What follows belongs to an exercise in optimizing a design on an open flow for small area, a short achievable clock period and few clock cycles per item; a production flow would make more cautious choices.
The RTL was checked by simulation tests, not by an equivalence proof against the original design.
Power is estimated from default activity; no workload was simulated.

rev 12:
Design cache_l1_top, start of the top module:
module cache_l1_top #(
  parameter bit REGIN = 1'b0
) (
  input  logic                     clk,
  input  logic                     reset,
  input  logic                     cpu_req,
  input  logic                     cpu_we,
  input  logic [24-1:0] cpu_addr,
  input  logic [7:0]               cpu_wdata,
  output logic                     cpu_ack,
  output logic [7:0]               cpu_rdata,
  output logic                     mem_req,
  output logic                     mem_we,
  output logic [24-1:0] mem_addr,
  output logic [32-1:0] mem_wdata,
  input  logic                     mem_ack,
  input  logic [32-1:0] mem_rdata
);
Size in the first run: roughly 7,800 cells after synthesis, roughly 150,000 µm² of cells after synthesis.
export LEC_CHECK = 0
export CAP_MARGIN = 20
export CORE_MARGIN = 2
export CORE_UTILIZATION = 40
export CTS_CLUSTER_DIAMETER = 60
export CTS_CLUSTER_SIZE = 22
export SLEW_MARGIN = 20
export TNS_END_PERCENT = 20
create_clock -name core_clock -period 12.0 [get_ports {clk}]
standard.sh (not shown) runs the stock make flow with config.mk's settings and CLKGATE_MAP_FILE= SYNTH_SCRIPT=/design/flow/synth_recipe.tcl, a recipe that flattens the netlist after the stock synthesis.
==> flow/flow/run.sh <==
#!/bin/bash
set -o pipefail
bash standard.sh SETUP_SLACK_MARGIN=7.4 "BUFFER_PORTS_ARGS=-buffer_cell sky130_fd_sc_hd__buf_4" finish > standard.log 2>&1
Rev 12 finished every step from synthesis to the final layout, and the layout passed the timing, design-rule and antenna checks.
Testbench counts of rev 12, summed over its fixed seeds: cycles 68,342, accesses 24,000.
--- input diff rev 12..rev 13 ---
==> flow/flow/run.sh <==
#!/bin/bash
set -o pipefail
bash standard.sh SETUP_SLACK_MARGIN=7.25 finish > standard.log 2>&1
diff --git a/flow/config.mk b/flow/config.mk
--- a/flow/config.mk
+++ b/flow/config.mk
@@ -8,5 +8,5 @@
 export CAP_MARGIN = 20
 export CORE_MARGIN = 2
-export CORE_UTILIZATION = 40
+export CORE_UTILIZATION = 50
 export CTS_CLUSTER_DIAMETER = 60
 export CTS_CLUSTER_SIZE = 22
Findings:
Run comparison: rev 12 worst setup path endpoint cpu_rdata[4]; rev 13 worst setup path endpoint cpu_rdata[0]
Against rev 12, the final cell area of rev 13 is lower.
Any difference in switching portion of total power between rev 12 and rev 13 is small enough to ignore.
The final reports for rev 13 and rev 12 show placed standard-cell area lower in the former.

* * *

## run A
cache_l1_top, a different RTL version from the one above (not shown whole).
For scale: about 8100 cells after synthesis, ~3600 flip-flops.
Settings: LEC_CHECK=0, CAP_MARGIN=20, CORE_MARGIN=2, CORE_UTILIZATION=40, CTS_CLUSTER_DIAMETER=65, CTS_CLUSTER_SIZE=26, SLEW_MARGIN=20, TNS_END_PERCENT=20; clock period 12.0 ns.
==> flow/flow/run.sh <==
#!/bin/bash
set -o pipefail
bash standard.sh SETUP_SLACK_MARGIN=7.6 "BUFFER_PORTS_ARGS=-buffer_cell sky130_fd_sc_hd__buf_4" finish > standard.log 2>&1
Testbench counts of run A, summed over its fixed seeds: cycles 68,342, accesses 24,000.
### run A -> run B
Settings: putting PLACE_DENSITY at 0.68 where nothing was set.
==> comparison <==
Both conditions hold for run B: the flow ran to the end and the final layout passed the timing, design-rule and antenna checks. Re clock period minus worst slack: run B and run A aren't equal, and the higher value belongs to run A. Delta (run B minus run A): sequential fraction of design power up 1.5 points; total global-route track usage down 0.62 points; signed area change from the synthesized netlist to the final layout down 1.4 points; hold slack down 0.0051 ns. Lower non-filler instance count after layout was reported by run B, not run A. Wire length of the first global-routing pass: run B < run A. Clock power share delta for run B relative to run A: 2.5 points lower. Against run A as the reference, run B delivers a higher setup slack.

* * *

old:
Starting RTL as in the previous note.
Settings: LEC_CHECK=0, CAP_MARGIN=20, CORE_MARGIN=2, CORE_UTILIZATION=40, CTS_CLUSTER_DIAMETER=60, CTS_CLUSTER_SIZE=22, SLEW_MARGIN=20, TNS_END_PERCENT=20; clock period 12.0 ns.
Scripts as last shown in full above: flow/flow/run.sh
old completed end to end with timing, DRC and antenna clean.
Testbench counts of old, summed over its fixed seeds: cycles 68,342, accesses 24,000.
### old -> new
# old
export LEC_CHECK = 0
export CAP_MARGIN = 20
export CORE_MARGIN = 2
export CORE_UTILIZATION = 40
export CTS_CLUSTER_DIAMETER = 60
export CTS_CLUSTER_SIZE = 22
export SLEW_MARGIN = 20
export TNS_END_PERCENT = 20
create_clock -name core_clock -period 12.0 [get_ports {clk}]
# new
export LEC_CHECK = 0
export CAP_MARGIN = 20
export CORE_MARGIN = 2
export CORE_UTILIZATION = 40
export CTS_CLUSTER_DIAMETER = 65
export CTS_CLUSTER_SIZE = 26
export PLACE_DENSITY = 0.75
export SLEW_MARGIN = 20
export TNS_END_PERCENT = 20
create_clock -name core_clock -period 12.0 [get_ports {clk}]
==> comparison <==
new did not stop at any stage, and its layout met the timing, design-rule and antenna checks.
Relative to old, the cell count along the critical path of new is higher by 2.
Clock power (new vs. old) decreases by more than a quarter
new ended up with a lower routed wire length than old did.
Compared new against old; number of global-route vias before repair within noise.

-- static timing again, ports no longer ideal --
The results above use ideal ports. As a check the final layouts listed here were re-extracted and re-timed, cells and wires unchanged.
Step 1, drivers: a clkbuf_16 drives clk and a buf_2 each remaining input, both assumed.
Step 2 also shifts input and output timing later by t, the mid clock arrival at the registers, as if the neighbouring blocks saw the same clock.
Slacks: ideal ports / drivers / drivers and shift; pairs: ideal ports / drivers.
| run | t, ns | slack for setup (ns) | cell pins on the clock port's net |
|---|---|---|---|
| rev 12 | 1.014 | 7.126 / 6.815 / 5.802 | 1 |
| rev 13 | 1.012 | 7.112 / 6.861 / 5.849 | 1 |
| run A | 1.057 | 7.302 / 6.887 / 5.830 | 1 |
| run B | 1.025 | 7.317 / 6.915 / 5.890 | 1 |
| old | 1.038 | 7.307 / 7.022 / 5.984 | 1 |
| new | 1.056 | 7.303 / 7.059 / 6.003 | 1 |
After both steps setup and hold are still met in every run listed. For run A, which loses most, drivers alone change the setup slack by -0.415 ns; drivers and shift together by -1.472 ns.
